What follows belongs to an exercise in optimizing a design on an open flow for small area and a short achievable clock period; a production flow would make more cautious choices. Only simulation tests tie the RTL to the original design; equivalence was not proved. Power is estimated from default activity; no workload was simulated.

## mem_responder
module mem_responder #(
  parameter int AW = mem_responder_pkg::DEFAULT_AW,
  parameter int DW = mem_responder_pkg::DEFAULT_DW
) (
  input  logic          clk,
  input  logic          rst,
  input  logic [DW-1:0] bus_in,
  input  logic          AR_load,
  input  logic          memory_WE,
  output logic [DW-1:0] mem_out,
  input  logic          ld_valid,
  input  logic [DW-1:0] ld_data,
  input  logic          ld_last,
  output logic          ld_ready,
  input  logic          ld_restart,
  output logic          cpu_hold,
  output logic [AW-1:0] dev_ptr
);
For scale: ~4100 cells after synthesis, about 2100 flip-flops, roughly 41 I/O pins, about 0.084 mm² of cells after synthesis.
==> flow/config.mk <==
export PLATFORM = sky130hd
export DESIGN_NAME = mem_responder
export DESIGN_NICKNAME = mem_responder
export VERILOG_FILES = /design/flow/design.v
export SDC_FILE = /design/flow/constraint.sdc
export NUM_CORES = 4
export LEC_CHECK = 0
export CAP_MARGIN = 20
export CORE_MARGIN = 2
export CORE_UTILIZATION = 40
export CTS_BUF_LIST = sky130_fd_sc_hd__clkbuf_8
export CTS_CLUSTER_DIAMETER = 60
export CTS_CLUSTER_SIZE = 16
export SETUP_SLACK_MARGIN = 3.5
export SLEW_MARGIN = 20
==> flow/constraint.sdc <==
create_clock -name core_clock -period 6.5 [get_ports {clk}]
set_input_delay 1.3000 -clock core_clock [delete_from_list [all_inputs] [get_ports {clk}]]
set_output_delay 1.3000 -clock core_clock [all_outputs]
set_load 0.01 [all_outputs]
run.sh (not shown) runs the stock make flow with config.mk's settings and CLKGATE_MAP_FILE= SYNTH_SCRIPT=/design/flow/synth_recipe.tcl, a recipe that flattens the netlist after the stock synthesis.
Next try:
Settings changed: CTS_CLUSTER_DIAMETER 60 to unset, CTS_CLUSTER_SIZE 16 to unset.
After rerunning: Total power grows by 15%; clock-buffer cell count grows by 211; utilization grows by 1.5 points; design area grows by 3.5%; critical path depth grows by 1; worst setup slack gains 0.0064 ns; routed wire length grows by 1.3%; sequential share of layout area shrinks by 2.3 points; via count grows by 2.4%; synthesized area is unchanged.


The RTL this note starts from:
==> flow/design.v <==
package mem_responder_pkg;
  localparam int DEFAULT_AW = 8;
  localparam int DEFAULT_DW = 8;
  localparam int DEFAULT_RK = 8;
  typedef enum logic {
    ST_LOAD = 1'b0,
    ST_RUN  = 1'b1
  } state_e;
endpackage
module ram_sp_async #(
  parameter int AW = 8,
  parameter int DW = 8,
  parameter int RK = 6
) (
  input  logic          clk,
  input  logic          i_we,
  input  logic [AW-1:0] i_waddr,
  input  logic [DW-1:0] i_wdata,
  input  logic          i_rzero,
  input  logic          i_rnew,
  input  logic [AW-1:0] i_raddr,
  input  logic [AW-1:0] i_raddr_n,
  output logic [DW-1:0] o_rdata
);
  localparam int NC = 2**(AW-RK);
  logic [DW-1:0] r_mem [2**AW];
  logic          r_pw_we;
  logic [AW-1:0] r_pw_addr;
  logic [DW-1:0] r_pw_data;
  logic [DW-1:0] r_cand [NC];
  logic [DW-1:0] w_cand [NC];
  logic          w_hit_pw;
  logic          w_hit_pw0;
  logic          w_hit_now;
  logic [NC-1:0] r_psel;
  logic [AW-1:0] w_raddr_next;
  logic [DW-1:0] w_rdata;
  always_ff @(posedge clk) begin
    r_pw_we   <= i_we;
    r_pw_addr <= i_waddr;
    r_pw_data <= i_wdata;
  end
  localparam int HW = AW / 2;
  logic [2**HW-1:0]      r_pw_lo;
  logic [2**(AW-HW)-1:0] r_pw_hi;
  always_ff @(posedge clk) begin
    for (int i = 0; i < 2**HW; i++) begin
      r_pw_lo[i] <= i_we && (i_waddr[HW-1:0] == HW'(i));
    end
    for (int i = 0; i < 2**(AW-HW); i++) begin
      r_pw_hi[i] <= (i_waddr[AW-1:HW] == (AW-HW)'(i));
    end
  end
  logic [2**AW-1:0] w_bwe;
  always_comb begin
    for (int a = 0; a < 2**AW; a++) begin
      w_bwe[a] = r_pw_hi[a >> HW] && r_pw_lo[a % (2**HW)];
    end
  end
  always_ff @(posedge clk) begin
    for (int a = 0; a < 2**AW; a++) begin
      if (w_bwe[a]) begin
        r_mem[a] <= r_pw_data;
      end
    end
  end
  logic [DW*(2**AW)-1:0] w_lvl [RK+1];
  always_comb begin
    for (int a = 0; a < 2**AW; a++) begin
      w_lvl[0][a*DW +: DW] = r_mem[a];
    end
    for (int l = 0; l < RK; l++) begin
      w_lvl[l+1] = '0;
      for (int i = 0; i < 2**(AW-l-1); i++) begin
        w_lvl[l+1][i*DW +: DW] = i_raddr_n[l] ? w_lvl[l][(2*i+1)*DW +: DW]
                                              : w_lvl[l][(2*i)*DW +: DW];
      end
    end
  end
  assign w_hit_pw  = r_pw_we && (r_pw_addr[RK-1:0] == i_raddr_n[RK-1:0]);
  assign w_hit_pw0 = r_pw_we && (r_pw_addr[RK-1:0] == '0);
  assign w_hit_now = i_we && (i_waddr[RK-1:0] == (i_rnew ? i_raddr_n[RK-1:0] : i_raddr[RK-1:0]));
  always_comb begin
    for (int j = 0; j < NC; j++) begin
      if (w_hit_now && ((int'(i_waddr) >> RK) == j)) begin
        w_cand[j] = i_wdata;
      end else if (i_rzero) begin
        if (w_hit_pw0 && ((int'(r_pw_addr) >> RK) == j)) begin
          w_cand[j] = r_pw_data;
        end else begin
          w_cand[j] = r_mem[j << RK];
        end
      end else if (!i_rnew) begin
        w_cand[j] = r_cand[j];
      end else if (w_hit_pw && ((int'(r_pw_addr) >> RK) == j)) begin
        w_cand[j] = r_pw_data;
      end else begin
        w_cand[j] = w_lvl[RK][j*DW +: DW];
      end
    end
  end
  always_ff @(posedge clk) begin
    for (int j = 0; j < NC; j++) begin
      r_cand[j] <= w_cand[j];
    end
  end
  assign w_raddr_next = i_rzero ? '0 : (i_rnew ? i_raddr_n : i_raddr);
  always_ff @(posedge clk) begin
    for (int j = 0; j < NC; j++) begin
      r_psel[j] <= ((int'(w_raddr_next) >> RK) == j);
    end
  end
  always_comb begin
    w_rdata = '0;
    for (int j = 0; j < NC; j++) begin
      w_rdata = w_rdata | (r_cand[j] & {DW{r_psel[j]}});
    end
  end
  assign o_rdata = w_rdata;
endmodule
module mem_responder #(
  parameter int AW = mem_responder_pkg::DEFAULT_AW,
  parameter int DW = mem_responder_pkg::DEFAULT_DW
) (
  input  logic          clk,
  input  logic          rst,
  input  logic [DW-1:0] bus_in,
  input  logic          AR_load,
  input  logic          memory_WE,
  output logic [DW-1:0] mem_out,
  input  logic          ld_valid,
  input  logic [DW-1:0] ld_data,
  input  logic          ld_last,
  output logic          ld_ready,
  input  logic          ld_restart,
  output logic          cpu_hold,
  output logic [AW-1:0] dev_ptr
);
  mem_responder_pkg::state_e r_state;
  mem_responder_pkg::state_e w_state_next;
  logic [AW-1:0] r_ptr;
  logic [AW-1:0] w_ptr_next;
  logic [AW-1:0] r_ar;
  logic [AW-1:0] w_ar_next;
  logic          w_we;
  logic [AW-1:0] w_waddr;
  logic [DW-1:0] w_wdata;
  logic          w_ar_new;
  logic [AW-1:0] w_raddr_new;
  logic          w_load;
  assign w_load = (r_state == mem_responder_pkg::ST_LOAD);
  always_ff @(posedge clk) begin
    if (!rst) begin
      r_state <= mem_responder_pkg::ST_LOAD;
      r_ptr   <= '0;
      r_ar    <= '0;
    end else begin
      r_state <= w_state_next;
      r_ptr   <= w_ptr_next;
      r_ar    <= w_ar_next;
    end
  end
  assign w_waddr = w_load ? r_ptr : r_ar;
  assign w_wdata = w_load ? ld_data : bus_in;
  assign w_we    = rst && !ld_restart && (w_load ? ld_valid : memory_WE);
  assign w_ar_new  = !w_load && !ld_restart && AR_load;
  assign w_ar_next = w_ar_new ? AW'(bus_in) : r_ar;
  always_comb begin
    w_state_next = r_state;
    w_ptr_next   = r_ptr;
    if (ld_restart) begin
      w_state_next = mem_responder_pkg::ST_LOAD;
      w_ptr_next   = '0;
    end else if (w_load && ld_valid) begin
      w_ptr_next = r_ptr + 1'b1;
      if (ld_last || (r_ptr == '1)) begin
        w_state_next = mem_responder_pkg::ST_RUN;
      end
    end
  end
  assign w_raddr_new = AW'(bus_in);
  ram_sp_async #(
    .AW(AW),
    .DW(DW),
    .RK(mem_responder_pkg::DEFAULT_RK)
  ) u_ram (
    .clk       (clk),
    .i_we      (w_we),
    .i_waddr   (w_waddr),
    .i_wdata   (w_wdata),
    .i_rzero   (!rst),
    .i_rnew    (w_ar_new),
    .i_raddr   (r_ar),
    .i_raddr_n (w_raddr_new),
    .o_rdata   (mem_out)
  );
  assign ld_ready = w_load;
  assign cpu_hold = w_load;
  assign dev_ptr  = r_ptr;
endmodule
clock: 6.5 ns
lec_check: 0
cap_margin: 20
core_margin: 2
core_utilization: 40
cts_buf_list: sky130_fd_sc_hd__clkbuf_8
cts_cluster_diameter: 60
cts_cluster_size: 16
setup_slack_margin: 3.7
slew_margin: 20
The first run finished clean.
==> next run, changes <==
- CORE_UTILIZATION: 40 -> 50
- CTS_CLUSTER_DIAMETER: 60 -> default
- CTS_CLUSTER_SIZE: 16 -> default
- SETUP_SLACK_MARGIN: 3.7 -> 3.5
What happened: Worst setup slack got worse by 160 ps; core utilization is higher by 12 points; routed wire length stays flat; final area rises by 1.2%; clock skew decreases by 3.3 ps; clock-buffer cell count grows by 212; register-to-register slack is worse by 130 ps.
==> next run, changes <==
- CORE_UTILIZATION: 50 -> 40
- CTS_CLUSTER_DIAMETER: default -> 60
- CTS_CLUSTER_SIZE: default -> 16
- SETUP_SLACK_MARGIN: 3.5 -> 3.9
What happened:
- cell area drops by 0.45%
- synthesized area does not change
- clock skew rises by 35 ps
- clock-buffer cell count falls by 213
- fmax went up by 4.1%
- die area came out higher by 25%
- power fell by 12%

-- what the ideal ports hide --
In the flow no input, the clock included, has a driving cell. The finished layouts below were timed again as built, in two steps. Step 1 (the two cells are an assumption about what drives the block):
set clk [get_ports {clk}]
set_driving_cell -lib_cell sky130_fd_sc_hd__clkbuf_16 $clk
set_driving_cell -lib_cell sky130_fd_sc_hd__buf_2 [delete_from_list [all_inputs] $clk]
Step 2 also shifts input and output timing later by t, the mid clock arrival at the registers, as if the neighbouring blocks saw the same clock. Three values: ideal ports, drivers, drivers and shift; two values: the first two.
| run | t (ns) | setup slack, ns | worst slew at a driven data input, ns |
|---|---|---|---|
| the first run of note 1 | 1.024 | 3.275 / 3.119 / 2.095 | 0.37 |
| the second run of note 1 | 1.082 | 3.281 / 3.103 / 2.021 | 0.36 |
| the first run of note 2 | 1.024 | 3.300 / 3.082 / 2.058 | 0.40 |
| the second run of note 2 | 1.089 | 3.137 / 2.998 / 1.909 | 0.36 |
| the third run of note 2 | 1.040 | 3.268 / 3.023 / 1.983 | 0.36 |
After both steps every run listed still meets setup and hold. For the third run of note 2, which loses most, drivers alone change the setup slack by -0.245 ns; drivers and shift together by -1.285 ns.
